Source: an optimization exercise on an open RTL-to-GDS flow (aim: small area, a short achievable clock period and few clock cycles per item). Production flows keep margins and buffers that such runs may drop.
No functional check of the RTL was part of any run shown here.
Power and IR drop assume default switching activity.

## flow/design.v (module list and top-level ports; edited modules follow where they fit)
// module round_n_sat: 29 lines
// module iir_mac_dsp48: 772 lines
// module iir_fa: 4 lines
// module iir_ha: 4 lines
// module iir_cascade_sched: 259 lines
module iir_cascade_sched
#(
    parameter int Nsec   = 4,
    parameter int Ndint  = 3,
    parameter int Ndfrac = 22,
    parameter int Ncint  = 4,
    parameter int Ncfrac = 14
) (
    input  logic                       clk,
    input  logic                       reset,
    input  logic                       dv_in,
    input  logic [Ndint+Ndfrac-1:0]    d_in,
    output logic                       dv_out,
    output logic [Ndint+Ndfrac-1:0]    d_out,
    output logic                       busy,
    input  logic                       flush,
    input  logic                       coef_we,
    input  logic [$clog2(Nsec)+2:0]    coef_addr,
    input  logic [Ncint+Ncfrac-1:0]    coef_data,
    output logic                       ovr,
    output logic                       coef_err,
    input  logic                       err_clr
);
  // ...
==> flow/run.sh <==
#!/bin/bash
# synth_recipe.tcl (not shown) runs the flow's synth.tcl, then flattens the netlist and writes it again
# the make line also repeats each setting of config.mk as NAME=value (left out here)
make -C /OpenROAD-flow-scripts/flow DESIGN_CONFIG=/design/flow/config.mk WORK_HOME=/design/flow/orfs CLKGATE_MAP_FILE= SYNTH_SCRIPT=/design/flow/synth_recipe.tcl finish
==> flow/config.mk <==
export PLATFORM = sky130hd
export DESIGN_NAME = iir_cascade_sched
export DESIGN_NICKNAME = iir_cascade_sched
export VERILOG_FILES = /design/flow/design.v
export SDC_FILE = /design/flow/constraint.sdc
export NUM_CORES = 4
export LEC_CHECK = 0
export CAP_MARGIN = 20
export CORE_MARGIN = 2
export CORE_UTILIZATION = 40
export SETUP_SLACK_MARGIN = 5
export SLEW_MARGIN = 20
export SYNTH_HIERARCHICAL = 1
==> flow/constraint.sdc <==
create_clock -name core_clock -period 12.5 [get_ports {clk}]
set_input_delay 2.5000 -clock core_clock [delete_from_list [all_inputs] [get_ports {clk}]]
set_output_delay 2.5000 -clock core_clock [all_outputs]
set_load 0.01 [all_outputs]
==> impl_metrics.ini, run 1 <==
[setup_path]
crit_chain = buf_4 -> o21ai_0 -> xor2_1 -> fa_1 -> fa_1 -> fa_1 -> fa_1 -> fa_1 -> ha_1 -> nand4_1 -> or4_1 -> nor2_1 -> o311ai_1 -> nand2_1 -> mux2i_1 -> xnor2_1 -> nor4b_4 -> buf_4 -> a21oi_1 -> mux2_2
critPathBufInv = 2
rr_worst_depth = 20

[status]
outcome = timing/DRC/antenna clean

[grt]
track_usage = 0.232
grt_max_degree = 66
met1_usage = 0.299

[power]
p_comb_w = 0.00573
pg_clk_w = 0.00377

[clock_network]
clock_path_buffers = 3
path_clk_slew_ns = 0.06
htree_levels = 3
cts_inserted_buffers = 119
ctsResizeCount = 0

[layout]
clockNetworkAreaShare = 0.0409
nClkBuffers = 141
drive_above_1_share = 0.217

[worst_hold_path]
min_to = x2_q[19]
min_from = x1_q[19]

[drt]
route.detailed.drc = 0
via_count = 64700
met1_length_microns = 120000
first_pass_iters = 8

[timing]
setup_slack_ns = 5.61
finalMaxSlewViolations = 0

[die]
core_area_sq_um = 248000

[logic_synthesis]
syn-cell-area_sq_um = 99700
==> module round_n_sat, before the edit <==
module round_n_sat #(
    parameter int IN_W  = 45,
    parameter int OUT_W = 25,
    parameter int SHIFT = 14
) (
    input  logic [IN_W-1:0]  r0,
    input  logic [IN_W-1:0]  r1,
    output logic [IN_W-1:0]  sum,
    output logic [OUT_W-1:0] dout,
    input  logic             sel,
    input  logic [OUT_W-1:0] h,
    output logic [OUT_W-1:0] nxt
);
    localparam int c_top = SHIFT + OUT_W;    
    logic w_neg, w_pos;
    assign sum = r0 + r1;
    assign w_neg = sum[IN_W-1];
    assign w_pos = !sum[IN_W-1] && (|sum[IN_W-2:c_top]);
    always_comb begin
        if (w_neg) begin
            dout = {1'b1, {(OUT_W-1){1'b0}}};
        end else if (w_pos) begin
            dout = {1'b0, {(OUT_W-1){1'b1}}};
        end else begin
            dout = {~sum[c_top-1], sum[c_top-2:SHIFT]};
        end
    end
    assign nxt = sel ? dout : h;
endmodule
==> module iir_cascade_sched, before the edit <==
module iir_cascade_sched
#(
    parameter int Nsec   = 4,
    parameter int Ndint  = 3,
    parameter int Ndfrac = 22,
    parameter int Ncint  = 4,
    parameter int Ncfrac = 14
) (
    input  logic                       clk,
    input  logic                       reset,
    input  logic                       dv_in,
    input  logic [Ndint+Ndfrac-1:0]    d_in,
    output logic                       dv_out,
    output logic [Ndint+Ndfrac-1:0]    d_out,
    output logic                       busy,
    input  logic                       flush,
    input  logic                       coef_we,
    input  logic [$clog2(Nsec)+2:0]    coef_addr,
    input  logic [Ncint+Ncfrac-1:0]    coef_data,
    output logic                       ovr,
    output logic                       coef_err,
    input  logic                       err_clr
);
    localparam int DW = Ndint + Ndfrac;            
    localparam int CW = Ncint + Ncfrac;            
    localparam int SW = 45;                        
    localparam int ND = (CW + 1) / 2;              
    localparam logic [SW-1:0] INIT = (SW'(1) << (Ncfrac - 1)) | (SW'(1) << (Ncfrac + DW - 1));
    logic           busy_q, dv_q, ovr_q, cerr_q, dirty_q;
    logic [7:0]     t_q;         
    logic [4:0]     p_q;         
    logic [DW-1:0]  xin_q;
    logic [DW-1:0]  x1_q, x2_q;
    logic           vx1_q, vx2_q;
    logic [2:0][DW-1:0] y1l_q;   
    logic [DW-1:0]  y13_q;       
    logic [3:0][DW-1:0] y2_q;
    logic [3:0]     vy1_q, vy2_q;
    logic [3:0][4:0][CW-1:0] coef_q;
    logic [3:0][4:0]         cv_q;
    logic [3:0][SW-1:0] acc_q;
    logic [3:0]         pv_q;
    logic [3:0][ND-1:0] one_q, two_q, sg_q;
    logic       w_accept, w_wr, w_prep;
    logic [7:0] w_t_n;
    logic [4:0] w_p_n;
    assign w_accept = dv_in && !busy_q && !flush;
    assign w_wr     = coef_we && !busy_q && (coef_addr[2:0] < 3'd5);
    assign w_prep   = dirty_q || w_wr;
    always_comb begin
        w_t_n[0] = !flush && ((w_accept && !w_prep) || p_q[4]);
        for (int k = 1; k < 8; k++)
            w_t_n[k] = !flush && !(w_accept && w_prep) && t_q[k-1];
        w_p_n[0] = !flush && w_accept && w_prep;
        for (int k = 1; k < 5; k++)
            w_p_n[k] = !flush && p_q[k-1];
    end
    logic [3:0]      w_ch;
    logic [3:0][4:1] w_st;
    logic [3:0][4:0] w_seln;     
    always_comb begin
        for (int s = 0; s < 4; s++) begin
            w_ch[s]      = t_q[s];
            w_seln[s][0] = w_t_n[s];
            for (int j = 1; j < 5; j++) begin
                w_st[s][j]   = t_q[s+j] || p_q[j];
                w_seln[s][j] = w_t_n[s+j] || w_p_n[j];
            end
        end
    end
    logic [3:0][CW-1:0] w_bn;
    logic [3:0]         w_negn;
    always_comb begin
        for (int s = 0; s < 4; s++) begin
            w_bn[s] = '0;
            for (int k = 0; k < 5; k++)
                if (w_seln[s][k] && cv_q[s][k])
                    w_bn[s] = w_bn[s] | coef_q[s][k];
            w_negn[s] = w_seln[s][3] || w_seln[s][4];
        end
    end
    logic [3:0][ND-1:0] w_one_n, w_two_n, w_sg_n;
    logic [3:0][CW:0]   w_bx;    
    always_comb begin
        for (int s = 0; s < 4; s++) begin
            w_bx[s] = {w_bn[s], 1'b0};
            for (int i = 0; i < ND; i++) begin
                w_one_n[s][i] = w_bx[s][2*i+1] ^ w_bx[s][2*i];
                w_two_n[s][i] = (w_bx[s][2*i+2] & ~w_bx[s][2*i+1] & ~w_bx[s][2*i])
                              | (~w_bx[s][2*i+2] & w_bx[s][2*i+1] & w_bx[s][2*i]);
                w_sg_n[s][i]  = w_bx[s][2*i+2] ^ w_negn[s];
            end
        end
    end
    logic [3:0][DW-1:0] w_y1;
    logic [3:0][DW-1:0] w_a;
    logic [3:0][SW-1:0] w_base;
    logic [3:0][SW-1:0] w_r0, w_r1, w_sum;
    logic [3:0][DW-1:0] w_y, w_nxt;
    assign w_y1 = {y13_q, y1l_q};
    logic [3:0] w_yld;
    assign w_yld = {w_ch[3], w_ch[3:1]};
    logic       w_vx1_n, w_vx2_n;
    logic [3:0] w_vy1_n, w_vy2_n, w_pv_n;
    always_comb begin
        w_vx1_n = !flush && (w_ch[0] || vx1_q);
        w_vx2_n = !flush && (w_ch[0] ? vx1_q : vx2_q);
        for (int s = 0; s < 4; s++) begin
            w_vy1_n[s] = !flush && (w_yld[s] || vy1_q[s]);
            w_vy2_n[s] = !flush && (w_yld[s] ? vy1_q[s] : vy2_q[s]);
            w_pv_n[s]  = !flush && (w_st[s][1] || w_st[s][2] || w_st[s][3] || w_st[s][4]
                                    || pv_q[s]);
        end
    end
    logic [3:0][DW-1:0] a_q, w_a_n, w_h_n;
    logic [3:0]         bsel_q, w_bsel_n;
    always_comb begin
        w_h_n[0] = ({DW{w_seln[0][1] && w_vx1_n}} & (w_ch[0] ? xin_q : x1_q))
                 | ({DW{w_seln[0][2] && w_vx2_n}} & x2_q)
                 | ({DW{w_seln[0][3] && w_vy1_n[0]}} & w_y1[0])
                 | ({DW{w_seln[0][4] && w_vy2_n[0]}} & y2_q[0]);
        w_a_n[0] = w_seln[0][0] ? (p_q[4] ? xin_q : d_in) : w_h_n[0];
        for (int s = 1; s < 4; s++) begin
            w_h_n[s] = ({DW{w_seln[s][1] && w_vy1_n[s-1]}} & (w_ch[s] ? a_q[s] : w_y1[s-1]))
                     | ({DW{w_seln[s][2] && w_vy2_n[s-1]}} & y2_q[s-1])
                     | ({DW{w_seln[s][3] && w_vy1_n[s]}} & w_y1[s])
                     | ({DW{w_seln[s][4] && w_vy2_n[s]}} & y2_q[s]);
            w_a_n[s] = w_nxt[s-1];
        end
        for (int s = 0; s < 4; s++) begin
            w_bsel_n[s] = (w_seln[s][0] && w_pv_n[s])
                       || w_seln[s][2] || w_seln[s][3] || w_seln[s][4];
        end
    end
    always_comb begin
        w_a = a_q;
        for (int s = 0; s < 4; s++) begin
            w_base[s] = bsel_q[s] ? acc_q[s] : INIT;
        end
    end
    for (genvar s = 0; s < 4; s++) begin : g_sec
        iir_mac_dsp48 u_mac (
            .a    (w_a[s]),
            .one  (one_q[s]),
            .two  (two_q[s]),
            .sg   (sg_q[s]),
            .base (w_base[s]),
            .r0   (w_r0[s]),
            .r1   (w_r1[s])
        );
        round_n_sat #(
            .IN_W  (SW),
            .OUT_W (DW),
            .SHIFT (Ncfrac)
        ) u_rns (
            .r0   (w_r0[s]),
            .r1   (w_r1[s]),
            .sum  (w_sum[s]),
            .dout (w_y[s]),
            .sel  ((s < 3) ? w_seln[(s + 1) % 4][0] : 1'b0),
            .h    ((s < 3) ? w_h_n[(s + 1) % 4] : '0),
            .nxt  (w_nxt[s])
        );
    end
    always_ff @(posedge clk) begin
        if (w_accept) begin
            xin_q <= d_in;
        end
        if (!flush && w_ch[0]) begin
            x1_q <= xin_q;
            x2_q <= x1_q;
        end
        for (int s = 0; s < 3; s++) begin
            if (!flush && w_yld[s]) begin
                y1l_q[s] <= a_q[s+1];
            end
        end
        for (int s = 0; s < 4; s++) begin
            if (!flush && w_yld[s]) begin
                y2_q[s] <= w_y1[s];
            end
            if (!flush && (w_st[s][1] || w_st[s][2] || w_st[s][3] || w_st[s][4])) begin
                acc_q[s] <= w_sum[s];
            end
        end
        for (int s = 0; s < 4; s++) begin
            for (int k = 0; k < 5; k++) begin
                if (w_wr && coef_addr == 5'(s * 8 + k)) begin
                    coef_q[s][k] <= coef_data;
                end
            end
        end
        a_q   <= w_a_n;
        one_q <= w_one_n;
        two_q <= w_two_n;
        sg_q  <= w_sg_n;
    end
    always_ff @(posedge clk or posedge reset) begin
        if (reset) begin
            y13_q <= '0;
        end else if (!flush && w_ch[3]) begin
            y13_q <= w_y[3];
        end
    end
    always_ff @(posedge clk or posedge reset) begin
        if (reset) begin
            busy_q  <= 1'b0;
            dv_q    <= 1'b0;
            ovr_q   <= 1'b0;
            cerr_q  <= 1'b0;
            dirty_q <= 1'b0;
            t_q     <= '0;
            p_q     <= '0;
            vx1_q   <= 1'b0;
            vx2_q   <= 1'b0;
            vy1_q   <= '0;
            vy2_q   <= '0;
            pv_q    <= '0;
            cv_q    <= '0;
            bsel_q  <= '0;
        end else begin
            t_q    <= w_t_n;
            p_q    <= w_p_n;
            dv_q   <= !flush && t_q[3];
            ovr_q  <= (dv_in && busy_q && !flush) || (ovr_q && !err_clr);
            cerr_q <= (coef_we && busy_q) || (cerr_q && !err_clr);
            if (flush) begin
                busy_q <= 1'b0;
            end else if (w_accept) begin
                busy_q <= 1'b1;
            end else if (t_q[3]) begin
                busy_q <= 1'b0;
            end
            if (flush || w_accept) begin
                dirty_q <= 1'b0;
            end else if (w_wr) begin
                dirty_q <= 1'b1;
            end
            for (int s = 0; s < 4; s++) begin
                for (int k = 0; k < 5; k++) begin
                    if (w_wr && coef_addr == 5'(s * 8 + k)) begin
                        cv_q[s][k] <= 1'b1;
                    end
                end
            end
            vx1_q  <= w_vx1_n;
            vx2_q  <= w_vx2_n;
            vy1_q  <= w_vy1_n;
            vy2_q  <= w_vy2_n;
            pv_q   <= w_pv_n;
            bsel_q <= w_bsel_n;
        end
    end
    assign dv_out   = dv_q;
    assign d_out    = y13_q;
    assign busy     = busy_q;
    assign ovr      = ovr_q;
    assign coef_err = cerr_q;
endmodule
==> run 2: changes to the inputs <==
--- a/flow/design.v
+++ b/flow/design.v
@@ -30,50 +30,50 @@
 endpackage
 `default_nettype wire
 `default_nettype none
 module round_n_sat #(
     parameter int IN_W  = 45,
     parameter int OUT_W = 25,
     parameter int SHIFT = 14
 ) (
-    input  logic [IN_W-1:0]  r0,
-    input  logic [IN_W-1:0]  r1,
-    output logic [IN_W-1:0]  sum,
-    output logic [OUT_W-1:0] dout,
-    input  logic             sel,
-    input  logic [OUT_W-1:0] h,
-    output logic [OUT_W-1:0] nxt
+    input  logic [IN_W-1:0]  din,
+    output logic [OUT_W-1:0] dout
 );
     localparam int c_top = SHIFT + OUT_W;    
     logic w_neg, w_pos;
-    assign sum = r0 + r1;
-    assign w_neg = sum[IN_W-1];
-    assign w_pos = !sum[IN_W-1] && (|sum[IN_W-2:c_top]);
+    assign w_neg = din[IN_W-1];
+    assign w_pos = !din[IN_W-1] && (|din[IN_W-2:c_top]);
     always_comb begin
         if (w_neg) begin
             dout = {1'b1, {(OUT_W-1){1'b0}}};
         end else if (w_pos) begin
             dout = {1'b0, {(OUT_W-1){1'b1}}};
         end else begin
-            dout = {~sum[c_top-1], sum[c_top-2:SHIFT]};
+            dout = {~din[c_top-1], din[c_top-2:SHIFT]};
         end
     end
-    assign nxt = sel ? dout : h;
 endmodule
 `default_nettype wire
 `default_nettype none
 module iir_mac_dsp48 (
     input  wire [24:0] a,
     input  wire [8:0] one,
     input  wire [8:0] two,
     input  wire [8:0] sg,
     input  wire [44:0] base,
-    output wire [44:0] r0,
-    output wire [44:0] r1
+    output wire [44:0] s,
+    output wire [24:0] y,
+    output wire        neg,
+    output wire        pos,
+    input  wire        sel,
+    input  wire [24:0] h,
+    output wire [24:0] nxt,
+    output wire        nneg,
+    output wire        npos
 );
     wire one0 = one[0];
     wire two0 = two[0];
     wire sg0  = sg[0];
     wire one1 = one[1];
     wire two1 = two[1];
     wire sg1  = sg[1];
     wire one2 = one[2];
@@ -825,27 +825,469 @@
     iir_fa u_fs475 (.a(fs319), .b(fc392), .c(fs393), .s(fs475), .co(fc476));
     iir_fa u_fs477 (.a(fc320), .b(fs395), .c(fc394), .s(fs477), .co(fc478));
     iir_fa u_fs479 (.a(pp8[23]), .b(fc396), .c(fs397), .s(fs479), .co(fc480));
     iir_fa u_fs481 (.a(hs399), .b(pp8[24]), .c(fc398), .s(fs481), .co(fc482));
     iir_fa u_fs483 (.a(base[41]), .b(hc400), .c(pp8[25]), .s(fs483), .co(fc484));
     iir_ha u_hs485 (.a(1'b1), .b(base[42]), .s(hs485), .co(hc486));
     iir_ha u_hs487 (.a(1'b1), .b(base[43]), .s(hs487), .co(hc488));
     iir_ha u_hs489 (.a(1'b1), .b(base[44]), .s(hs489), .co(hc490));
-    assign r0 = {hc488, hc486, hs485, fs483, fc480, fs479, fc476, fc474, fs473, fc470, fc468, fc466, fc464, fs463, fc460, fc458, fc456, fc454, fc452, fc450, fc448, fc446, fc444, fc442, fc440, fc438, fc436, fc434, fc432, fc430, fc428, fc426, fc424, fc422, fc420, fc418, fc416, fc414, fc412, fc410, fc408, fc406, hc404, hc402, pp0[0]};
-    assign r1 = {hs489, hs487, fc484, fc482, fs481, fc478, fs477, fs475, fc472, fs471, fs469, fs467, fs465, fc462, fs461, fs459, fs457, fs455, fs453, fs451, fs449, fs447, fs445, fs443, fs441, fs439, fs437, fs435, fs433, fs431, fs429, fs427, fs425, fs423, fs421, fs419, fs417, fs415, fs413, fs411, fs409, fs407, fs405, hs403, hs401};
+    wire [44:0] r0 = {hc488, hc486, hs485, fs483, fc480, fs479, fc476, fc474, fs473, fc470, fc468, fc466, fc464, fs463, fc460, fc458, fc456, fc454, fc452, fc450, fc448, fc446, fc444, fc442, fc440, fc438, fc436, fc434, fc432, fc430, fc428, fc426, fc424, fc422, fc420, fc418, fc416, fc414, fc412, fc410, fc408, fc406, hc404, hc402, pp0[0]};
+    wire [44:0] r1 = {hs489, hs487, fc484, fc482, fs481, fc478, fs477, fs475, fc472, fs471, fs469, fs467, fs465, fc462, fs461, fs459, fs457, fs455, fs453, fs451, fs449, fs447, fs445, fs443, fs441, fs439, fs437, fs435, fs433, fs431, fs429, fs427, fs425, fs423, fs421, fs419, fs417, fs415, fs413, fs411, fs409, fs407, fs405, hs403, hs401};
+    wire kp0, kg0;
+    wire kp1, kg1;
+    wire kp2, kg2;
+    wire kp3, kg3;
+    wire kp4, kg4;
+    wire kp5, kg5;
+    wire kp6, kg6;
+    wire kp7, kg7;
+    wire kp8, kg8;
+    wire kp9, kg9;
+    wire kp10, kg10;
+    wire kp11, kg11;
+    wire kp12, kg12;
+    wire kp13, kg13;
+    wire kp14, kg14;
+    wire kp15, kg15;
+    wire kp16, kg16;
+    wire kp17, kg17;
+    wire kp18, kg18;
+    wire kp19, kg19;
+    wire kp20, kg20;
+    wire kp21, kg21;
+    wire kp22, kg22;
+    wire kp23, kg23;
+    wire kp24, kg24;
+    wire kp25, kg25;
+    wire kp26, kg26;
+    wire kp27, kg27;
+    wire kp28, kg28;
+    wire kp29, kg29;
+    wire kp30, kg30;
+    wire kp31, kg31;
+    wire kp32, kg32;
+    wire kp33, kg33;
+    wire kp34, kg34;
+    wire kp35, kg35;
+    wire kp36, kg36;
+    wire kp37, kg37;
+    wire kp38, kg38;
+    wire kp39, kg39;
+    wire kp40, kg40;
+    wire kp41, kg41;
+    wire kp42, kg42;
+    wire kp43, kg43;
+    wire kp44, kg44;
+    wire kG1_1;
+    wire kG1_3, kP1_3;
+    wire kG1_5, kP1_5;
+    wire kG1_7, kP1_7;
+    wire kG1_9, kP1_9;
+    wire kG1_11, kP1_11;
+    wire kG1_13, kP1_13;
+    wire kG1_15, kP1_15;
+    wire kG1_17, kP1_17;
+    wire kG1_19, kP1_19;
+    wire kG1_21, kP1_21;
+    wire kG1_23, kP1_23;
+    wire kG1_25, kP1_25;
+    wire kG1_27, kP1_27;
+    wire kG1_29, kP1_29;
+    wire kG1_31, kP1_31;
+    wire kG1_33, kP1_33;
+    wire kG1_35, kP1_35;
+    wire kG1_37, kP1_37;
+    wire kG1_39, kP1_39;
+    wire kG1_41, kP1_41;
+    wire kG1_43, kP1_43;
+    wire kG2_3;
+    wire kG2_5, kP2_5;
+    wire kG2_7, kP2_7;
+    wire kG2_9, kP2_9;
+    wire kG2_11, kP2_11;
+    wire kG2_13, kP2_13;
+    wire kG2_15, kP2_15;
+    wire kG2_17, kP2_17;
+    wire kG2_19, kP2_19;
+    wire kG2_21, kP2_21;
+    wire kG2_23, kP2_23;
+    wire kG2_25, kP2_25;
+    wire kG2_27, kP2_27;
+    wire kG2_29, kP2_29;
+    wire kG2_31, kP2_31;
+    wire kG2_33, kP2_33;
+    wire kG2_35, kP2_35;
+    wire kG2_37, kP2_37;
+    wire kG2_39, kP2_39;
+    wire kG2_41, kP2_41;
+    wire kG2_43, kP2_43;
+    wire kig2_1;
+    wire kG3_5;
+    wire kG3_7;
+    wire kG3_9, kP3_9;
+    wire kG3_11, kP3_11;
+    wire kG3_13, kP3_13;
+    wire kG3_15, kP3_15;
+    wire kG3_17, kP3_17;
+    wire kG3_19, kP3_19;
+    wire kG3_21, kP3_21;
+    wire kG3_23, kP3_23;
+    wire kG3_25, kP3_25;
+    wire kG3_27, kP3_27;
+    wire kG3_29, kP3_29;
+    wire kG3_31, kP3_31;
+    wire kG3_33, kP3_33;
+    wire kG3_35, kP3_35;
+    wire kG3_37, kP3_37;
+    wire kG3_39, kP3_39;
+    wire kG3_41, kP3_41;
+    wire kG3_43, kP3_43;
+    wire kG4_9;
+    wire kig3_3;
+    wire kG4_11;
+    wire kG4_13;
+    wire kG4_15;
+    wire kG4_17, kP4_17;
+    wire kG4_19, kP4_19;
+    wire kG4_21, kP4_21;
+    wire kG4_23, kP4_23;
+    wire kG4_25, kP4_25;
+    wire kG4_27, kP4_27;
+    wire kG4_29, kP4_29;
+    wire kG4_31, kP4_31;
+    wire kG4_33, kP4_33;
+    wire kG4_35, kP4_35;
+    wire kG4_37, kP4_37;
+    wire kG4_39, kP4_39;
+    wire kG4_41, kP4_41;
+    wire kG4_43, kP4_43;
+    wire kig4_1;
+    wire kG5_17;
+    wire kG5_19;
+    wire kig4_5;
+    wire kG5_21;
+    wire kig4_7;
+    wire kG5_23;
+    wire kG5_25;
+    wire kG5_27;
+    wire kG5_29;
+    wire kG5_31;
+    wire kG5_33, kP5_33;
+    wire kG5_35, kP5_35;
+    wire kG5_37, kP5_37;
+    wire kG5_39, kP5_39;
+    wire kG5_41, kP5_41;
+    wire kG5_43, kP5_43;
+    wire kG6_33;
+    wire kig5_3;
+    wire kG6_35;
+    wire kG6_37;
+    wire kG6_39;
+    wire kig5_9;
+    wire kG6_41;
+    wire kig5_11;
+    wire kG6_43;
+    wire kig6_1;
+    wire kG7_2;
+    wire kG7_4;
+    wire kig6_5;
+    wire kG7_6;
+    wire kig6_7;
+    wire kG7_8;
+    wire kG7_10;
+    wire kG7_12;
+    wire kG7_14;
+    wire kG7_16;
+    wire kig6_17;
+    wire kG7_18;
+    wire kig6_19;
+    wire kG7_20;
+    wire kig6_21;
+    wire kG7_22;
+    wire kig6_23;
+    wire kG7_24;
+    wire kig6_25;
+    wire kG7_26;
+    wire kig6_27;
+    wire kG7_28;
+    wire kig6_29;
+    wire kG7_30;
+    wire kig6_31;
+    wire kG7_32;
+    wire kG7_34;
+    wire kG7_36;
+    wire kG7_38;
+    wire kG7_40;
+    wire kG7_42;
+    wire kG7_44;
+    assign kp0 = pp0[0] ^ hs401;
+    assign kg0 = pp0[0] & hs401;
+    assign kp1 = hc402 ^ hs403;
+    assign kg1 = hc402 & hs403;
+    assign kp2 = hc404 ^ fs405;
+    assign kg2 = hc404 & fs405;
+    assign kp3 = fc406 ^ fs407;
+    assign kg3 = fc406 & fs407;
+    assign kp4 = fc408 ^ fs409;
+    assign kg4 = fc408 & fs409;
+    assign kp5 = fc410 ^ fs411;
+    assign kg5 = fc410 & fs411;
+    assign kp6 = fc412 ^ fs413;
+    assign kg6 = fc412 & fs413;
+    assign kp7 = fc414 ^ fs415;
+    assign kg7 = fc414 & fs415;
+    assign kp8 = fc416 ^ fs417;
+    assign kg8 = fc416 & fs417;
+    assign kp9 = fc418 ^ fs419;
+    assign kg9 = fc418 & fs419;
+    assign kp10 = fc420 ^ fs421;
+    assign kg10 = fc420 & fs421;
+    assign kp11 = fc422 ^ fs423;
+    assign kg11 = fc422 & fs423;
+    assign kp12 = fc424 ^ fs425;
+    assign kg12 = fc424 & fs425;
+    assign kp13 = fc426 ^ fs427;
+    assign kg13 = fc426 & fs427;
+    assign kp14 = fc428 ^ fs429;
+    assign kg14 = fc428 & fs429;
+    assign kp15 = fc430 ^ fs431;
+    assign kg15 = fc430 & fs431;
+    assign kp16 = fc432 ^ fs433;
+    assign kg16 = fc432 & fs433;
+    assign kp17 = fc434 ^ fs435;
+    assign kg17 = fc434 & fs435;
+    assign kp18 = fc436 ^ fs437;
+    assign kg18 = fc436 & fs437;
+    assign kp19 = fc438 ^ fs439;
+    assign kg19 = fc438 & fs439;
+    assign kp20 = fc440 ^ fs441;
+    assign kg20 = fc440 & fs441;
+    assign kp21 = fc442 ^ fs443;
+    assign kg21 = fc442 & fs443;
+    assign kp22 = fc444 ^ fs445;
+    assign kg22 = fc444 & fs445;
+    assign kp23 = fc446 ^ fs447;
+    assign kg23 = fc446 & fs447;
+    assign kp24 = fc448 ^ fs449;
+    assign kg24 = fc448 & fs449;
+    assign kp25 = fc450 ^ fs451;
+    assign kg25 = fc450 & fs451;
+    assign kp26 = fc452 ^ fs453;
+    assign kg26 = fc452 & fs453;
+    assign kp27 = fc454 ^ fs455;
+    assign kg27 = fc454 & fs455;
+    assign kp28 = fc456 ^ fs457;
+    assign kg28 = fc456 & fs457;
+    assign kp29 = fc458 ^ fs459;
+    assign kg29 = fc458 & fs459;
+    assign kp30 = fc460 ^ fs461;
+    assign kg30 = fc460 & fs461;
+    assign kp31 = fs463 ^ fc462;
+    assign kg31 = fs463 & fc462;
+    assign kp32 = fc464 ^ fs465;
+    assign kg32 = fc464 & fs465;
+    assign kp33 = fc466 ^ fs467;
+    assign kg33 = fc466 & fs467;
+    assign kp34 = fc468 ^ fs469;
+    assign kg34 = fc468 & fs469;
+    assign kp35 = fc470 ^ fs471;
+    assign kg35 = fc470 & fs471;
+    assign kp36 = fs473 ^ fc472;
+    assign kg36 = fs473 & fc472;
+    assign kp37 = fc474 ^ fs475;
+    assign kg37 = fc474 & fs475;
+    assign kp38 = fc476 ^ fs477;
+    assign kg38 = fc476 & fs477;
+    assign kp39 = fs479 ^ fc478;
+    assign kg39 = fs479 & fc478;
+    assign kp40 = fc480 ^ fs481;
+    assign kg40 = fc480 & fs481;
+    assign kp41 = fs483 ^ fc482;
+    assign kg41 = fs483 & fc482;
+    assign kp42 = hs485 ^ fc484;
+    assign kg42 = hs485 & fc484;
+    assign kp43 = hc486 ^ hs487;
+    assign kg43 = hc486 & hs487;
+    assign kp44 = hc488 ^ hs489;
+    assign kg44 = hc488 & hs489;
+    iir_genn u_kG1_1 (.g1(kg1), .p1(kp1), .g0(kg0), .g(kG1_1));
+    iir_pren u_kG1_3 (.g1(kg3), .p1(kp3), .g0(kg2), .p0(kp2), .g(kG1_3), .p(kP1_3));
+    iir_pren u_kG1_5 (.g1(kg5), .p1(kp5), .g0(kg4), .p0(kp4), .g(kG1_5), .p(kP1_5));
+    iir_pren u_kG1_7 (.g1(kg7), .p1(kp7), .g0(kg6), .p0(kp6), .g(kG1_7), .p(kP1_7));
+    iir_pren u_kG1_9 (.g1(kg9), .p1(kp9), .g0(kg8), .p0(kp8), .g(kG1_9), .p(kP1_9));
+    iir_pren u_kG1_11 (.g1(kg11), .p1(kp11), .g0(kg10), .p0(kp10), .g(kG1_11), .p(kP1_11));
+    iir_pren u_kG1_13 (.g1(kg13), .p1(kp13), .g0(kg12), .p0(kp12), .g(kG1_13), .p(kP1_13));
+    iir_pren u_kG1_15 (.g1(kg15), .p1(kp15), .g0(kg14), .p0(kp14), .g(kG1_15), .p(kP1_15));
+    iir_pren u_kG1_17 (.g1(kg17), .p1(kp17), .g0(kg16), .p0(kp16), .g(kG1_17), .p(kP1_17));
+    iir_pren u_kG1_19 (.g1(kg19), .p1(kp19), .g0(kg18), .p0(kp18), .g(kG1_19), .p(kP1_19));
+    iir_pren u_kG1_21 (.g1(kg21), .p1(kp21), .g0(kg20), .p0(kp20), .g(kG1_21), .p(kP1_21));
+    iir_pren u_kG1_23 (.g1(kg23), .p1(kp23), .g0(kg22), .p0(kp22), .g(kG1_23), .p(kP1_23));
+    iir_pren u_kG1_25 (.g1(kg25), .p1(kp25), .g0(kg24), .p0(kp24), .g(kG1_25), .p(kP1_25));
+    iir_pren u_kG1_27 (.g1(kg27), .p1(kp27), .g0(kg26), .p0(kp26), .g(kG1_27), .p(kP1_27));
+    iir_pren u_kG1_29 (.g1(kg29), .p1(kp29), .g0(kg28), .p0(kp28), .g(kG1_29), .p(kP1_29));
+    iir_pren u_kG1_31 (.g1(kg31), .p1(kp31), .g0(kg30), .p0(kp30), .g(kG1_31), .p(kP1_31));
+    iir_pren u_kG1_33 (.g1(kg33), .p1(kp33), .g0(kg32), .p0(kp32), .g(kG1_33), .p(kP1_33));
+    iir_pren u_kG1_35 (.g1(kg35), .p1(kp35), .g0(kg34), .p0(kp34), .g(kG1_35), .p(kP1_35));
+    iir_pren u_kG1_37 (.g1(kg37), .p1(kp37), .g0(kg36), .p0(kp36), .g(kG1_37), .p(kP1_37));
+    iir_pren u_kG1_39 (.g1(kg39), .p1(kp39), .g0(kg38), .p0(kp38), .g(kG1_39), .p(kP1_39));
+    iir_pren u_kG1_41 (.g1(kg41), .p1(kp41), .g0(kg40), .p0(kp40), .g(kG1_41), .p(kP1_41));
+    iir_pren u_kG1_43 (.g1(kg43), .p1(kp43), .g0(kg42), .p0(kp42), .g(kG1_43), .p(kP1_43));
+    iir_genp u_kG2_3 (.g1(kG1_3), .p1(kP1_3), .g0(kG1_1), .g(kG2_3));
+    iir_prep u_kG2_5 (.g1(kG1_5), .p1(kP1_5), .g0(kG1_3), .p0(kP1_3), .g(kG2_5), .p(kP2_5));
+    iir_prep u_kG2_7 (.g1(kG1_7), .p1(kP1_7), .g0(kG1_5), .p0(kP1_5), .g(kG2_7), .p(kP2_7));
+    iir_prep u_kG2_9 (.g1(kG1_9), .p1(kP1_9), .g0(kG1_7), .p0(kP1_7), .g(kG2_9), .p(kP2_9));
+    iir_prep u_kG2_11 (.g1(kG1_11), .p1(kP1_11), .g0(kG1_9), .p0(kP1_9), .g(kG2_11), .p(kP2_11));
+    iir_prep u_kG2_13 (.g1(kG1_13), .p1(kP1_13), .g0(kG1_11), .p0(kP1_11), .g(kG2_13), .p(kP2_13));
+    iir_prep u_kG2_15 (.g1(kG1_15), .p1(kP1_15), .g0(kG1_13), .p0(kP1_13), .g(kG2_15), .p(kP2_15));
+    iir_prep u_kG2_17 (.g1(kG1_17), .p1(kP1_17), .g0(kG1_15), .p0(kP1_15), .g(kG2_17), .p(kP2_17));
+    iir_prep u_kG2_19 (.g1(kG1_19), .p1(kP1_19), .g0(kG1_17), .p0(kP1_17), .g(kG2_19), .p(kP2_19));
+    iir_prep u_kG2_21 (.g1(kG1_21), .p1(kP1_21), .g0(kG1_19), .p0(kP1_19), .g(kG2_21), .p(kP2_21));
+    iir_prep u_kG2_23 (.g1(kG1_23), .p1(kP1_23), .g0(kG1_21), .p0(kP1_21), .g(kG2_23), .p(kP2_23));
+    iir_prep u_kG2_25 (.g1(kG1_25), .p1(kP1_25), .g0(kG1_23), .p0(kP1_23), .g(kG2_25), .p(kP2_25));
+    iir_prep u_kG2_27 (.g1(kG1_27), .p1(kP1_27), .g0(kG1_25), .p0(kP1_25), .g(kG2_27), .p(kP2_27));
+    iir_prep u_kG2_29 (.g1(kG1_29), .p1(kP1_29), .g0(kG1_27), .p0(kP1_27), .g(kG2_29), .p(kP2_29));
+    iir_prep u_kG2_31 (.g1(kG1_31), .p1(kP1_31), .g0(kG1_29), .p0(kP1_29), .g(kG2_31), .p(kP2_31));
+    iir_prep u_kG2_33 (.g1(kG1_33), .p1(kP1_33), .g0(kG1_31), .p0(kP1_31), .g(kG2_33), .p(kP2_33));
+    iir_prep u_kG2_35 (.g1(kG1_35), .p1(kP1_35), .g0(kG1_33), .p0(kP1_33), .g(kG2_35), .p(kP2_35));
+    iir_prep u_kG2_37 (.g1(kG1_37), .p1(kP1_37), .g0(kG1_35), .p0(kP1_35), .g(kG2_37), .p(kP2_37));
+    iir_prep u_kG2_39 (.g1(kG1_39), .p1(kP1_39), .g0(kG1_37), .p0(kP1_37), .g(kG2_39), .p(kP2_39));
+    iir_prep u_kG2_41 (.g1(kG1_41), .p1(kP1_41), .g0(kG1_39), .p0(kP1_39), .g(kG2_41), .p(kP2_41));
+    iir_prep u_kG2_43 (.g1(kG1_43), .p1(kP1_43), .g0(kG1_41), .p0(kP1_41), .g(kG2_43), .p(kP2_43));
+    assign kig2_1 = ~kG1_1;
+    iir_genn u_kG3_5 (.g1(kG2_5), .p1(kP2_5), .g0(kig2_1), .g(kG3_5));
+    iir_genn u_kG3_7 (.g1(kG2_7), .p1(kP2_7), .g0(kG2_3), .g(kG3_7));
+    iir_pren u_kG3_9 (.g1(kG2_9), .p1(kP2_9), .g0(kG2_5), .p0(kP2_5), .g(kG3_9), .p(kP3_9));
+    iir_pren u_kG3_11 (.g1(kG2_11), .p1(kP2_11), .g0(kG2_7), .p0(kP2_7), .g(kG3_11), .p(kP3_11));
+    iir_pren u_kG3_13 (.g1(kG2_13), .p1(kP2_13), .g0(kG2_9), .p0(kP2_9), .g(kG3_13), .p(kP3_13));
+    iir_pren u_kG3_15 (.g1(kG2_15), .p1(kP2_15), .g0(kG2_11), .p0(kP2_11), .g(kG3_15), .p(kP3_15));
+    iir_pren u_kG3_17 (.g1(kG2_17), .p1(kP2_17), .g0(kG2_13), .p0(kP2_13), .g(kG3_17), .p(kP3_17));
+    iir_pren u_kG3_19 (.g1(kG2_19), .p1(kP2_19), .g0(kG2_15), .p0(kP2_15), .g(kG3_19), .p(kP3_19));
+    iir_pren u_kG3_21 (.g1(kG2_21), .p1(kP2_21), .g0(kG2_17), .p0(kP2_17), .g(kG3_21), .p(kP3_21));
+    iir_pren u_kG3_23 (.g1(kG2_23), .p1(kP2_23), .g0(kG2_19), .p0(kP2_19), .g(kG3_23), .p(kP3_23));
+    iir_pren u_kG3_25 (.g1(kG2_25), .p1(kP2_25), .g0(kG2_21), .p0(kP2_21), .g(kG3_25), .p(kP3_25));
+    iir_pren u_kG3_27 (.g1(kG2_27), .p1(kP2_27), .g0(kG2_23), .p0(kP2_23), .g(kG3_27), .p(kP3_27));
+    iir_pren u_kG3_29 (.g1(kG2_29), .p1(kP2_29), .g0(kG2_25), .p0(kP2_25), .g(kG3_29), .p(kP3_29));
+    iir_pren u_kG3_31 (.g1(kG2_31), .p1(kP2_31), .g0(kG2_27), .p0(kP2_27), .g(kG3_31), .p(kP3_31));
+    iir_pren u_kG3_33 (.g1(kG2_33), .p1(kP2_33), .g0(kG2_29), .p0(kP2_29), .g(kG3_33), .p(kP3_33));
+    iir_pren u_kG3_35 (.g1(kG2_35), .p1(kP2_35), .g0(kG2_31), .p0(kP2_31), .g(kG3_35), .p(kP3_35));
+    iir_pren u_kG3_37 (.g1(kG2_37), .p1(kP2_37), .g0(kG2_33), .p0(kP2_33), .g(kG3_37), .p(kP3_37));
+    iir_pren u_kG3_39 (.g1(kG2_39), .p1(kP2_39), .g0(kG2_35), .p0(kP2_35), .g(kG3_39), .p(kP3_39));
+    iir_pren u_kG3_41 (.g1(kG2_41), .p1(kP2_41), .g0(kG2_37), .p0(kP2_37), .g(kG3_41), .p(kP3_41));
+    iir_pren u_kG3_43 (.g1(kG2_43), .p1(kP2_43), .g0(kG2_39), .p0(kP2_39), .g(kG3_43), .p(kP3_43));
+    iir_genp u_kG4_9 (.g1(kG3_9), .p1(kP3_9), .g0(kG1_1), .g(kG4_9));
+    assign kig3_3 = ~kG2_3;
+    iir_genp u_kG4_11 (.g1(kG3_11), .p1(kP3_11), .g0(kig3_3), .g(kG4_11));
+    iir_genp u_kG4_13 (.g1(kG3_13), .p1(kP3_13), .g0(kG3_5), .g(kG4_13));
+    iir_genp u_kG4_15 (.g1(kG3_15), .p1(kP3_15), .g0(kG3_7), .g(kG4_15));
+    iir_prep u_kG4_17 (.g1(kG3_17), .p1(kP3_17), .g0(kG3_9), .p0(kP3_9), .g(kG4_17), .p(kP4_17));
+    iir_prep u_kG4_19 (.g1(kG3_19), .p1(kP3_19), .g0(kG3_11), .p0(kP3_11), .g(kG4_19), .p(kP4_19));
+    iir_prep u_kG4_21 (.g1(kG3_21), .p1(kP3_21), .g0(kG3_13), .p0(kP3_13), .g(kG4_21), .p(kP4_21));
+    iir_prep u_kG4_23 (.g1(kG3_23), .p1(kP3_23), .g0(kG3_15), .p0(kP3_15), .g(kG4_23), .p(kP4_23));
+    iir_prep u_kG4_25 (.g1(kG3_25), .p1(kP3_25), .g0(kG3_17), .p0(kP3_17), .g(kG4_25), .p(kP4_25));
+    iir_prep u_kG4_27 (.g1(kG3_27), .p1(kP3_27), .g0(kG3_19), .p0(kP3_19), .g(kG4_27), .p(kP4_27));
+    iir_prep u_kG4_29 (.g1(kG3_29), .p1(kP3_29), .g0(kG3_21), .p0(kP3_21), .g(kG4_29), .p(kP4_29));
+    iir_prep u_kG4_31 (.g1(kG3_31), .p1(kP3_31), .g0(kG3_23), .p0(kP3_23), .g(kG4_31), .p(kP4_31));
+    iir_prep u_kG4_33 (.g1(kG3_33), .p1(kP3_33), .g0(kG3_25), .p0(kP3_25), .g(kG4_33), .p(kP4_33));
+    iir_prep u_kG4_35 (.g1(kG3_35), .p1(kP3_35), .g0(kG3_27), .p0(kP3_27), .g(kG4_35), .p(kP4_35));
+    iir_prep u_kG4_37 (.g1(kG3_37), .p1(kP3_37), .g0(kG3_29), .p0(kP3_29), .g(kG4_37), .p(kP4_37));
+    iir_prep u_kG4_39 (.g1(kG3_39), .p1(kP3_39), .g0(kG3_31), .p0(kP3_31), .g(kG4_39), .p(kP4_39));
+    iir_prep u_kG4_41 (.g1(kG3_41), .p1(kP3_41), .g0(kG3_33), .p0(kP3_33), .g(kG4_41), .p(kP4_41));
+    iir_prep u_kG4_43 (.g1(kG3_43), .p1(kP3_43), .g0(kG3_35), .p0(kP3_35), .g(kG4_43), .p(kP4_43));
+    assign kig4_1 = ~kG1_1;
+    iir_genn u_kG5_17 (.g1(kG4_17), .p1(kP4_17), .g0(kig4_1), .g(kG5_17));
+    iir_genn u_kG5_19 (.g1(kG4_19), .p1(kP4_19), .g0(kG2_3), .g(kG5_19));
+    assign kig4_5 = ~kG3_5;
+    iir_genn u_kG5_21 (.g1(kG4_21), .p1(kP4_21), .g0(kig4_5), .g(kG5_21));
+    assign kig4_7 = ~kG3_7;
+    iir_genn u_kG5_23 (.g1(kG4_23), .p1(kP4_23), .g0(kig4_7), .g(kG5_23));
+    iir_genn u_kG5_25 (.g1(kG4_25), .p1(kP4_25), .g0(kG4_9), .g(kG5_25));
+    iir_genn u_kG5_27 (.g1(kG4_27), .p1(kP4_27), .g0(kG4_11), .g(kG5_27));
+    iir_genn u_kG5_29 (.g1(kG4_29), .p1(kP4_29), .g0(kG4_13), .g(kG5_29));
+    iir_genn u_kG5_31 (.g1(kG4_31), .p1(kP4_31), .g0(kG4_15), .g(kG5_31));
+    iir_pren u_kG5_33 (.g1(kG4_33), .p1(kP4_33), .g0(kG4_17), .p0(kP4_17), .g(kG5_33), .p(kP5_33));
+    iir_pren u_kG5_35 (.g1(kG4_35), .p1(kP4_35), .g0(kG4_19), .p0(kP4_19), .g(kG5_35), .p(kP5_35));
+    iir_pren u_kG5_37 (.g1(kG4_37), .p1(kP4_37), .g0(kG4_21), .p0(kP4_21), .g(kG5_37), .p(kP5_37));
+    iir_pren u_kG5_39 (.g1(kG4_39), .p1(kP4_39), .g0(kG4_23), .p0(kP4_23), .g(kG5_39), .p(kP5_39));
+    iir_pren u_kG5_41 (.g1(kG4_41), .p1(kP4_41), .g0(kG4_25), .p0(kP4_25), .g(kG5_41), .p(kP5_41));
+    iir_pren u_kG5_43 (.g1(kG4_43), .p1(kP4_43), .g0(kG4_27), .p0(kP4_27), .g(kG5_43), .p(kP5_43));
+    iir_genp u_kG6_33 (.g1(kG5_33), .p1(kP5_33), .g0(kG1_1), .g(kG6_33));
+    assign kig5_3 = ~kG2_3;
+    iir_genp u_kG6_35 (.g1(kG5_35), .p1(kP5_35), .g0(kig5_3), .g(kG6_35));
+    iir_genp u_kG6_37 (.g1(kG5_37), .p1(kP5_37), .g0(kG3_5), .g(kG6_37));
+    iir_genp u_kG6_39 (.g1(kG5_39), .p1(kP5_39), .g0(kG3_7), .g(kG6_39));
+    assign kig5_9 = ~kG4_9;
+    iir_genp u_kG6_41 (.g1(kG5_41), .p1(kP5_41), .g0(kig5_9), .g(kG6_41));
+    assign kig5_11 = ~kG4_11;
+    iir_genp u_kG6_43 (.g1(kG5_43), .p1(kP5_43), .g0(kig5_11), .g(kG6_43));
+    assign kig6_1 = ~kG1_1;
+    iir_genn u_kG7_2 (.g1(kg2), .p1(kp2), .g0(kig6_1), .g(kG7_2));
+    iir_genn u_kG7_4 (.g1(kg4), .p1(kp4), .g0(kG2_3), .g(kG7_4));
+    assign kig6_5 = ~kG3_5;
+    iir_genn u_kG7_6 (.g1(kg6), .p1(kp6), .g0(kig6_5), .g(kG7_6));
+    assign kig6_7 = ~kG3_7;
+    iir_genn u_kG7_8 (.g1(kg8), .p1(kp8), .g0(kig6_7), .g(kG7_8));
+    iir_genn u_kG7_10 (.g1(kg10), .p1(kp10), .g0(kG4_9), .g(kG7_10));
+    iir_genn u_kG7_12 (.g1(kg12), .p1(kp12), .g0(kG4_11), .g(kG7_12));
+    iir_genn u_kG7_14 (.g1(kg14), .p1(kp14), .g0(kG4_13), .g(kG7_14));
+    iir_genn u_kG7_16 (.g1(kg16), .p1(kp16), .g0(kG4_15), .g(kG7_16));
+    assign kig6_17 = ~kG5_17;
+    iir_genn u_kG7_18 (.g1(kg18), .p1(kp18), .g0(kig6_17), .g(kG7_18));
+    assign kig6_19 = ~kG5_19;
+    iir_genn u_kG7_20 (.g1(kg20), .p1(kp20), .g0(kig6_19), .g(kG7_20));
+    assign kig6_21 = ~kG5_21;
+    iir_genn u_kG7_22 (.g1(kg22), .p1(kp22), .g0(kig6_21), .g(kG7_22));
+    assign kig6_23 = ~kG5_23;
+    iir_genn u_kG7_24 (.g1(kg24), .p1(kp24), .g0(kig6_23), .g(kG7_24));
+    assign kig6_25 = ~kG5_25;
+    iir_genn u_kG7_26 (.g1(kg26), .p1(kp26), .g0(kig6_25), .g(kG7_26));
+    assign kig6_27 = ~kG5_27;
+    iir_genn u_kG7_28 (.g1(kg28), .p1(kp28), .g0(kig6_27), .g(kG7_28));
+    assign kig6_29 = ~kG5_29;
+    iir_genn u_kG7_30 (.g1(kg30), .p1(kp30), .g0(kig6_29), .g(kG7_30));
+    assign kig6_31 = ~kG5_31;
+    iir_genn u_kG7_32 (.g1(kg32), .p1(kp32), .g0(kig6_31), .g(kG7_32));
+    iir_genn u_kG7_34 (.g1(kg34), .p1(kp34), .g0(kG6_33), .g(kG7_34));
+    iir_genn u_kG7_36 (.g1(kg36), .p1(kp36), .g0(kG6_35), .g(kG7_36));
+    iir_genn u_kG7_38 (.g1(kg38), .p1(kp38), .g0(kG6_37), .g(kG7_38));
+    iir_genn u_kG7_40 (.g1(kg40), .p1(kp40), .g0(kG6_39), .g(kG7_40));
+    iir_genn u_kG7_42 (.g1(kg42), .p1(kp42), .g0(kG6_41), .g(kG7_42));
+    iir_genn u_kG7_44 (.g1(kg44), .p1(kp44), .g0(kG6_43), .g(kG7_44));
+    assign s = {(kp44 ^ kG6_43), (kp43 ^ ~kG7_42), (kp42 ^ kG6_41), (kp41 ^ ~kG7_40), (kp40 ^ kG6_39), (kp39 ^ ~kG7_38), (kp38 ^ kG6_37), (kp37 ^ ~kG7_36), (kp36 ^ kG6_35), (kp35 ^ ~kG7_34), (kp34 ^ kG6_33), (kp33 ^ ~kG7_32), (kp32 ^ ~kG5_31), (kp31 ^ ~kG7_30), (kp30 ^ ~kG5_29), (kp29 ^ ~kG7_28), (kp28 ^ ~kG5_27), (kp27 ^ ~kG7_26), (kp26 ^ ~kG5_25), (kp25 ^ ~kG7_24), (kp24 ^ ~kG5_23), (kp23 ^ ~kG7_22), (kp22 ^ ~kG5_21), (kp21 ^ ~kG7_20), (kp20 ^ ~kG5_19), (kp19 ^ ~kG7_18), (kp18 ^ ~kG5_17), (kp17 ^ ~kG7_16), (kp16 ^ kG4_15), (kp15 ^ ~kG7_14), (kp14 ^ kG4_13), (kp13 ^ ~kG7_12), (kp12 ^ kG4_11), (kp11 ^ ~kG7_10), (kp10 ^ kG4_9), (kp9 ^ ~kG7_8), (kp8 ^ ~kG3_7), (kp7 ^ ~kG7_6), (kp6 ^ ~kG3_5), (kp5 ^ ~kG7_4), (kp4 ^ kG2_3), (kp3 ^ ~kG7_2), (kp2 ^ ~kG1_1), (kp1 ^ kg0), kp0};
+    assign neg = s[44];
+    assign pos = !s[44] && (|s[43:39]);
+    assign y = {~s[38], s[37:14]};
+    assign nxt  = sel ? y : h;
+    assign nneg = sel && neg;
+    assign npos = sel && pos;
 endmodule
 module iir_fa (input wire a, input wire b, input wire c, output wire s, output wire co);
     assign s  = a ^ b ^ c;
     assign co = (a & b) | (a & c) | (b & c);
 endmodule
 module iir_ha (input wire a, input wire b, output wire s, output wire co);
     assign s  = a ^ b;
     assign co = a & b;
 endmodule
+module iir_pren (input wire g1, input wire p1, input wire g0, input wire p0,
+                 output wire g, output wire p);
+    assign g = ~(g1 | (p1 & g0));
+    assign p = ~(p1 & p0);
+endmodule
+module iir_prep (input wire g1, input wire p1, input wire g0, input wire p0,
+                 output wire g, output wire p);
+    assign g = ~(g1 & (p1 | g0));
+    assign p = ~(p1 | p0);
+endmodule
+module iir_genn (input wire g1, input wire p1, input wire g0, output wire g);
+    assign g = ~(g1 | (p1 & g0));
+endmodule
+module iir_genp (input wire g1, input wire p1, input wire g0, output wire g);
+    assign g = ~(g1 & (p1 | g0));
+endmodule
 `default_nettype wire
 `default_nettype none
 module iir_cascade_sched
 #(
     parameter int Nsec   = 4,
     parameter int Ndint  = 3,
     parameter int Ndfrac = 22,
     parameter int Ncint  = 4,
@@ -874,16 +1316,17 @@
     logic           busy_q, dv_q, ovr_q, cerr_q, dirty_q;
     logic [7:0]     t_q;         
     logic [4:0]     p_q;         
     logic [DW-1:0]  xin_q;
     logic [DW-1:0]  x1_q, x2_q;
     logic           vx1_q, vx2_q;
     logic [2:0][DW-1:0] y1l_q;   
     logic [DW-1:0]  y13_q;       
+    logic           n13_q, p13_q;    
     logic [3:0][DW-1:0] y2_q;
     logic [3:0]     vy1_q, vy2_q;
     logic [3:0][4:0][CW-1:0] coef_q;
     logic [3:0][4:0]         cv_q;
     logic [3:0][SW-1:0] acc_q;
     logic [3:0]         pv_q;
     logic [3:0][ND-1:0] one_q, two_q, sg_q;
     logic       w_accept, w_wr, w_prep;
@@ -897,24 +1340,24 @@
         for (int k = 1; k < 8; k++)
             w_t_n[k] = !flush && !(w_accept && w_prep) && t_q[k-1];
         w_p_n[0] = !flush && w_accept && w_prep;
         for (int k = 1; k < 5; k++)
             w_p_n[k] = !flush && p_q[k-1];
     end
     logic [3:0]      w_ch;
     logic [3:0][4:1] w_st;
-    logic [3:0][4:0] w_seln;     
+    logic [3:0][4:0] w_seln;
     always_comb begin
         for (int s = 0; s < 4; s++) begin
             w_ch[s]      = t_q[s];
-            w_seln[s][0] = w_t_n[s];
+            w_seln[s][0] = (s == 0) ? w_t_n[0] : t_q[(s + 3) % 4];
             for (int j = 1; j < 5; j++) begin
                 w_st[s][j]   = t_q[s+j] || p_q[j];
-                w_seln[s][j] = w_t_n[s+j] || w_p_n[j];
+                w_seln[s][j] = t_q[s+j-1] || p_q[j-1];
             end
         end
     end
     logic [3:0][CW-1:0] w_bn;
     logic [3:0]         w_negn;
     always_comb begin
         for (int s = 0; s < 4; s++) begin
             w_bn[s] = '0;
@@ -935,121 +1378,142 @@
                               | (~w_bx[s][2*i+2] & w_bx[s][2*i+1] & w_bx[s][2*i]);
                 w_sg_n[s][i]  = w_bx[s][2*i+2] ^ w_negn[s];
             end
         end
     end
     logic [3:0][DW-1:0] w_y1;
     logic [3:0][DW-1:0] w_a;
     logic [3:0][SW-1:0] w_base;
-    logic [3:0][SW-1:0] w_r0, w_r1, w_sum;
+    logic [3:0][SW-1:0] w_sum;
     logic [3:0][DW-1:0] w_y, w_nxt;
-    assign w_y1 = {y13_q, y1l_q};
+    logic [3:0]         w_neg, w_pos, w_nneg, w_npos;
+    logic [DW-1:0]      w_y13;       
+    function automatic logic [DW-1:0] sat(input logic [DW-1:0] v, input logic n,
+                                          input logic p);
+        sat = n ? {1'b1, {(DW-1){1'b0}}} : p ? {1'b0, {(DW-1){1'b1}}} : v;
+    endfunction
+    assign w_y13 = sat(y13_q, n13_q, p13_q);
+    assign w_y1  = {w_y13, y1l_q};
     logic [3:0] w_yld;
     assign w_yld = {w_ch[3], w_ch[3:1]};
     logic       w_vx1_n, w_vx2_n;
     logic [3:0] w_vy1_n, w_vy2_n, w_pv_n;
     always_comb begin
         w_vx1_n = !flush && (w_ch[0] || vx1_q);
         w_vx2_n = !flush && (w_ch[0] ? vx1_q : vx2_q);
         for (int s = 0; s < 4; s++) begin
             w_vy1_n[s] = !flush && (w_yld[s] || vy1_q[s]);
             w_vy2_n[s] = !flush && (w_yld[s] ? vy1_q[s] : vy2_q[s]);
             w_pv_n[s]  = !flush && (w_st[s][1] || w_st[s][2] || w_st[s][3] || w_st[s][4]
                                     || pv_q[s]);
         end
     end
+    logic       w_vx1_s, w_vx2_s;
+    logic [3:0] w_vy1_s, w_vy2_s, w_pv_s;
+    always_comb begin
+        w_vx1_s = w_ch[0] || vx1_q;
+        w_vx2_s = w_ch[0] ? vx1_q : vx2_q;
+        for (int s = 0; s < 4; s++) begin
+            w_vy1_s[s] = w_yld[s] || vy1_q[s];
+            w_vy2_s[s] = w_yld[s] ? vy1_q[s] : vy2_q[s];
+            w_pv_s[s]  = w_st[s][1] || w_st[s][2] || w_st[s][3] || w_st[s][4] || pv_q[s];
+        end
+    end
     logic [3:0][DW-1:0] a_q, w_a_n, w_h_n;
+    logic [3:1]         an_q, ap_q, w_an_n, w_ap_n;    
     logic [3:0]         bsel_q, w_bsel_n;
     always_comb begin
-        w_h_n[0] = ({DW{w_seln[0][1] && w_vx1_n}} & (w_ch[0] ? xin_q : x1_q))
-                 | ({DW{w_seln[0][2] && w_vx2_n}} & x2_q)
-                 | ({DW{w_seln[0][3] && w_vy1_n[0]}} & w_y1[0])
-                 | ({DW{w_seln[0][4] && w_vy2_n[0]}} & y2_q[0]);
+        w_h_n[0] = ({DW{w_seln[0][1] && w_vx1_s}} & (w_ch[0] ? xin_q : x1_q))
+                 | ({DW{w_seln[0][2] && w_vx2_s}} & x2_q)
+                 | ({DW{w_seln[0][3] && w_vy1_s[0]}} & w_y1[0])
+                 | ({DW{w_seln[0][4] && w_vy2_s[0]}} & y2_q[0]);
         w_a_n[0] = w_seln[0][0] ? (p_q[4] ? xin_q : d_in) : w_h_n[0];
         for (int s = 1; s < 4; s++) begin
-            w_h_n[s] = ({DW{w_seln[s][1] && w_vy1_n[s-1]}} & (w_ch[s] ? a_q[s] : w_y1[s-1]))
-                     | ({DW{w_seln[s][2] && w_vy2_n[s-1]}} & y2_q[s-1])
-                     | ({DW{w_seln[s][3] && w_vy1_n[s]}} & w_y1[s])
-                     | ({DW{w_seln[s][4] && w_vy2_n[s]}} & y2_q[s]);
-            w_a_n[s] = w_nxt[s-1];
+            w_h_n[s] = ({DW{w_seln[s][1] && w_vy1_s[s-1]}} & (w_ch[s] ? w_a[s] : w_y1[s-1]))
+                     | ({DW{w_seln[s][2] && w_vy2_s[s-1]}} & y2_q[s-1])
+                     | ({DW{w_seln[s][3] && w_vy1_s[s]}} & w_y1[s])
+                     | ({DW{w_seln[s][4] && w_vy2_s[s]}} & y2_q[s]);
+            w_a_n[s]  = w_nxt[s-1];
+            w_an_n[s] = w_nneg[s-1];
+            w_ap_n[s] = w_npos[s-1];
         end
         for (int s = 0; s < 4; s++) begin
-            w_bsel_n[s] = (w_seln[s][0] && w_pv_n[s])
-                       || w_seln[s][2] || w_seln[s][3] || w_seln[s][4];
+            w_bsel_n[s] = !w_seln[s][1] && w_pv_s[s];
         end
     end
     always_comb begin
-        w_a = a_q;
+        w_a[0] = a_q[0];
+        for (int s = 1; s < 4; s++) begin
+            w_a[s] = sat(a_q[s], an_q[s], ap_q[s]);
+        end
         for (int s = 0; s < 4; s++) begin
             w_base[s] = bsel_q[s] ? acc_q[s] : INIT;
         end
     end
     for (genvar s = 0; s < 4; s++) begin : g_sec
         iir_mac_dsp48 u_mac (
             .a    (w_a[s]),
             .one  (one_q[s]),
             .two  (two_q[s]),
             .sg   (sg_q[s]),
             .base (w_base[s]),
-            .r0   (w_r0[s]),
-            .r1   (w_r1[s])
-        );
-        round_n_sat #(
-            .IN_W  (SW),
-            .OUT_W (DW),
-            .SHIFT (Ncfrac)
-        ) u_rns (
-            .r0   (w_r0[s]),
-            .r1   (w_r1[s]),
-            .sum  (w_sum[s]),
-            .dout (w_y[s]),
+            .s    (w_sum[s]),
+            .y    (w_y[s]),
+            .neg  (w_neg[s]),
+            .pos  (w_pos[s]),
             .sel  ((s < 3) ? w_seln[(s + 1) % 4][0] : 1'b0),
             .h    ((s < 3) ? w_h_n[(s + 1) % 4] : '0),
-            .nxt  (w_nxt[s])
+            .nxt  (w_nxt[s]),
+            .nneg (w_nneg[s]),
+            .npos (w_npos[s])
         );
     end
     always_ff @(posedge clk) begin
         if (w_accept) begin
             xin_q <= d_in;
         end
         if (!flush && w_ch[0]) begin
             x1_q <= xin_q;
             x2_q <= x1_q;
         end
         for (int s = 0; s < 3; s++) begin
             if (!flush && w_yld[s]) begin
-                y1l_q[s] <= a_q[s+1];
+                y1l_q[s] <= w_a[s+1];
             end
         end
         for (int s = 0; s < 4; s++) begin
             if (!flush && w_yld[s]) begin
                 y2_q[s] <= w_y1[s];
             end
-            if (!flush && (w_st[s][1] || w_st[s][2] || w_st[s][3] || w_st[s][4])) begin
-                acc_q[s] <= w_sum[s];
-            end
+            acc_q[s] <= w_sum[s];
         end
         for (int s = 0; s < 4; s++) begin
             for (int k = 0; k < 5; k++) begin
                 if (w_wr && coef_addr == 5'(s * 8 + k)) begin
                     coef_q[s][k] <= coef_data;
                 end
             end
         end
         a_q   <= w_a_n;
+        an_q  <= w_an_n;
+        ap_q  <= w_ap_n;
         one_q <= w_one_n;
         two_q <= w_two_n;
         sg_q  <= w_sg_n;
     end
     always_ff @(posedge clk or posedge reset) begin
         if (reset) begin
             y13_q <= '0;
+            n13_q <= 1'b0;
+            p13_q <= 1'b0;
         end else if (!flush && w_ch[3]) begin
             y13_q <= w_y[3];
+            n13_q <= w_neg[3];
+            p13_q <= w_pos[3];
         end
     end
     always_ff @(posedge clk or posedge reset) begin
         if (reset) begin
             busy_q  <= 1'b0;
             dv_q    <= 1'b0;
             ovr_q   <= 1'b0;
             cerr_q  <= 1'b0;
@@ -1092,14 +1556,14 @@
             vx2_q  <= w_vx2_n;
             vy1_q  <= w_vy1_n;
             vy2_q  <= w_vy2_n;
             pv_q   <= w_pv_n;
             bsel_q <= w_bsel_n;
         end
     end
     assign dv_out   = dv_q;
-    assign d_out    = y13_q;
+    assign d_out    = w_y13;
     assign busy     = busy_q;
     assign ovr      = ovr_q;
     assign coef_err = cerr_q;
 endmodule
 `default_nettype wire
==> flow/flow/run.sh (new file) <==
#!/bin/bash
set -euo pipefail
cd "$(dirname "${BASH_SOURCE[0]}")/.."
bash standard.sh SETUP_SLACK_MARGIN=6 finish > standard_flow.log 2>&1
==> flow/standard.sh (new file) <==
#!/bin/bash
# synth_recipe.tcl (not shown) runs the flow's synth.tcl, then flattens the netlist and writes it again
# the make line also repeats each setting of config.mk as NAME=value (left out here)
make -C /OpenROAD-flow-scripts/flow DESIGN_CONFIG=/design/flow/config.mk WORK_HOME=/design/flow/orfs CLKGATE_MAP_FILE= SYNTH_SCRIPT=/design/flow/synth_recipe.tcl "${@:-finish}"
==> flow/config.mk (replaced) <==
export PLATFORM = sky130hd
export DESIGN_NAME = iir_cascade_sched
export DESIGN_NICKNAME = iir_cascade_sched
export VERILOG_FILES = /design/flow/design.v
export SDC_FILE = /design/flow/constraint.sdc
export NUM_CORES = 4
export LEC_CHECK = 0
export CAP_MARGIN = 20
export CORE_MARGIN = 2
export CORE_UTILIZATION = 40
export CTS_BUF_LIST = sky130_fd_sc_hd__clkbuf_16
export CTS_CLUSTER_DIAMETER = 120
export CTS_CLUSTER_SIZE = 24
export SLEW_MARGIN = 20
export SYNTH_HIERARCHICAL = 1
removed: flow/run.sh
==> impl_metrics.ini, run 2 <==
[clock_network]
holdBufCountCts = 0
root_buffer = clkbuf_16
cts_tree = done
clock_path_buffers = 3
clock_sinks = 1087
htree_levels = 2
path_clk_slew_ns = 0.10
clk_latency_ns = 0.77
cts_inserted_buffers = 56

[grt]
track_usage = 0.239
grt_pass1_wl_microns = 420000
antenna_found_initial = 10
overflow = 0
grt_pass1_vias = 63100
grt_max_degree = 66

[placed_design]
place_congestion = 0.917
placedCellCount = 10100
io_buffers = 82
hpwl_microns = 197000
dpl_cell_area_sq_um = 92000

[layout]
fin_area_sq_um = 93900
final_common_cell = xnor2_1
drive_above_1_share = 0.248
largestRegisters = coef_q x360, acc_q x180
area_growth_pct = 2.73
n_fill_cell = 21400
largest_register = coef_q
fin_nets = 8315
largest_reg_flops = 360
final_cells = 10200
final_cell_mix = xnor2_1 (1028), fa_1 (836), a22oi_2 (748)

[timing]
fmax_mhz = 160
slew_headroom = 0.254
finalMaxSlewViolations = 0
worst_pin_slew_ns = 1.12
skew_ns = 0.0636
tns_ns = 0
hold_viol = 0
period_share = 0.500
grt_setup_unrepaired = yes
fin_crit_ns = 6.25
setup_viol = 0

[setup_path]
cp-start-kind = flip-flop
r2r-start = ap_q[1]
crit_path_start = ap_q[1]
crit_type = flip-flop to flip-flop
worstPathRequired_ns = 13.11
worstPathMaxFanout = 25
arrival_ns = 6.87
end_kind = flip-flop

[worst_hold_path]
hold_class = flip-flop to flip-flop
min_from = x1_q[19]

[drt]
route.detailed.drc = 0
wl_per_cell_microns = 27.4
via_count = 59400
first_pass_iters = 10
vias_per_cell = 5.84
drt_wl_total_microns = 278000
ant_nets = 0
drt_iter0_drc = 6091

[power]
pwr_density_cell_nw_per_um2 = 266
ir_worst_vdd_uv = 478
leakage_nw = 32.7

[logic_synthesis]
yosysWarnings = 7
synth_area_per_cell_sq_um = 12.3
syn-cell-area_sq_um = 91400
syn_inst = 7444

[die]
die_area_sq_um = 232000
boundaryPins = 83
core_area_sq_um = 227000
fp.dieH_microns = 482
die_w_microns = 482
start_util = 0.402
num_rows = 175

[status]
outcome = timing/DRC/antenna clean

[job]
maxCapViolCount = 0
run 2: metrics by stage:
step	hold WS [ns]	setup WS (ns)	power, W	utilization
after detailed placement	0.437	5.81	0.0227	0.405
after floorplan	0.427	6.56	0.0174	-
after global routing	0.467	5.96	0.0266	0.413
final	0.462	6.25	0.0249	0.413
after CTS	0.460	6.11	0.0250	0.413
after global placement	0.431	5.82	0.0226	0.405
run 2: power by group:
part | total (W) | switching (W) | internal (W)
registers | 0.00473 | 0.000247 | 0.00448
logic | 0.0180 | 0.0119 | 0.00613
clock network | 0.00216 | 0.00131 | 0.000855
run 2: worst paths after layout:
check	end	slack [ns]	cells after the start
worst max-delay path	a_q[71]	6.25	18
worst min-delay path	x2_q[19]	0.46	0
worst max register to register	a_q[71]	6.25	18
worst min register to register	x2_q[19]	0.46	0
max in group asynchronous	t_q[1]	9.14	3
min in group asynchronous	cv_q[10]	2.09	2
run 2: final cells by class:
type / instances / area, sq um / area share
diodes: 2 / 5.00 / 0.0000533
clock buffers: 56 / 1400 / 0.0149
clock inverters: 50 / 359 / 0.00383
inverters: 75 / 284 / 0.00303
multi-input cells: 5555 / 57000 / 0.607
flip-flops and latches: 1087 / 28300 / 0.302
well taps: 3009 / 3760 / 0.0401
repair buffers: 330 / 2700 / 0.0287
run 2: repair_timing:
| action | CTS | global route |
|---|---|---|
| buffers inserted | 0 | 3 |
| resized for setup | 6 | 7 |
| gates cloned | 1 | 0 |
| setup endpoints to repair | 25 | 28 |
| pin swaps | 1 | 1 |
run 2: worst max-delay path, stage by stage (launching register included):
cell	delay, ns
dfxtp_4	0.54
nor2_1	0.13
nor2_4	0.81
a22oi_2	0.21
xnor2_1	0.19
fa_1	0.51
fa_1	0.41
fa_1	0.55
fa_1	0.45
ha_1	0.44
nand2_1	0.15
nor2_1	0.24
nand2_1	0.17
nor2_1	0.23
nand2_1	0.08
o21ai_1	0.38
a21oi_2	0.10
xnor2_1	0.19
mux2_2	0.28
run 2: metal layers:
metal / global-route usage / share of wire / vias to the layer above
met1: 0.326 / 0.42 / 30900
met2: 0.382 / 0.46 / 2541
met5: 0 / 0.00017 / -
li1: - / - / 25400
met3: 0.0412 / 0.078 / 466
met4: 0.0844 / 0.037 / 8

[port drivers added, routing unchanged]
How much do the figures lean on ideal ports? The routed layouts below were timed once more, with nothing changed but the port constraints.
Step 1 sets driving cells, clkbuf_16 on the clock port and buf_2 on the other inputs (assumed; they add their load-dependent delay and slew).
Step 2 also shifts input and output timing later by t, the mid clock arrival at the registers, as if the neighbouring blocks saw the same clock.
a / b / c = ideal / step 1 / step 2; a / b = the first two.
| run | t, ns | slack for setup (ns) | hold slack, ns | latest minus earliest clock arrival (ns) |
|---|---|---|---|---|
| run 1 | 0.863 | 5.605 / 5.605 / 5.605 | 0.376 / 0.376 / 0.376 | 0.081 / 0.082 |
| run 2 | 0.834 | 6.247 / 6.247 / 6.247 | 0.462 / 0.462 / 0.462 | 0.074 / 0.073 |
After both steps every run listed still meets setup and hold.
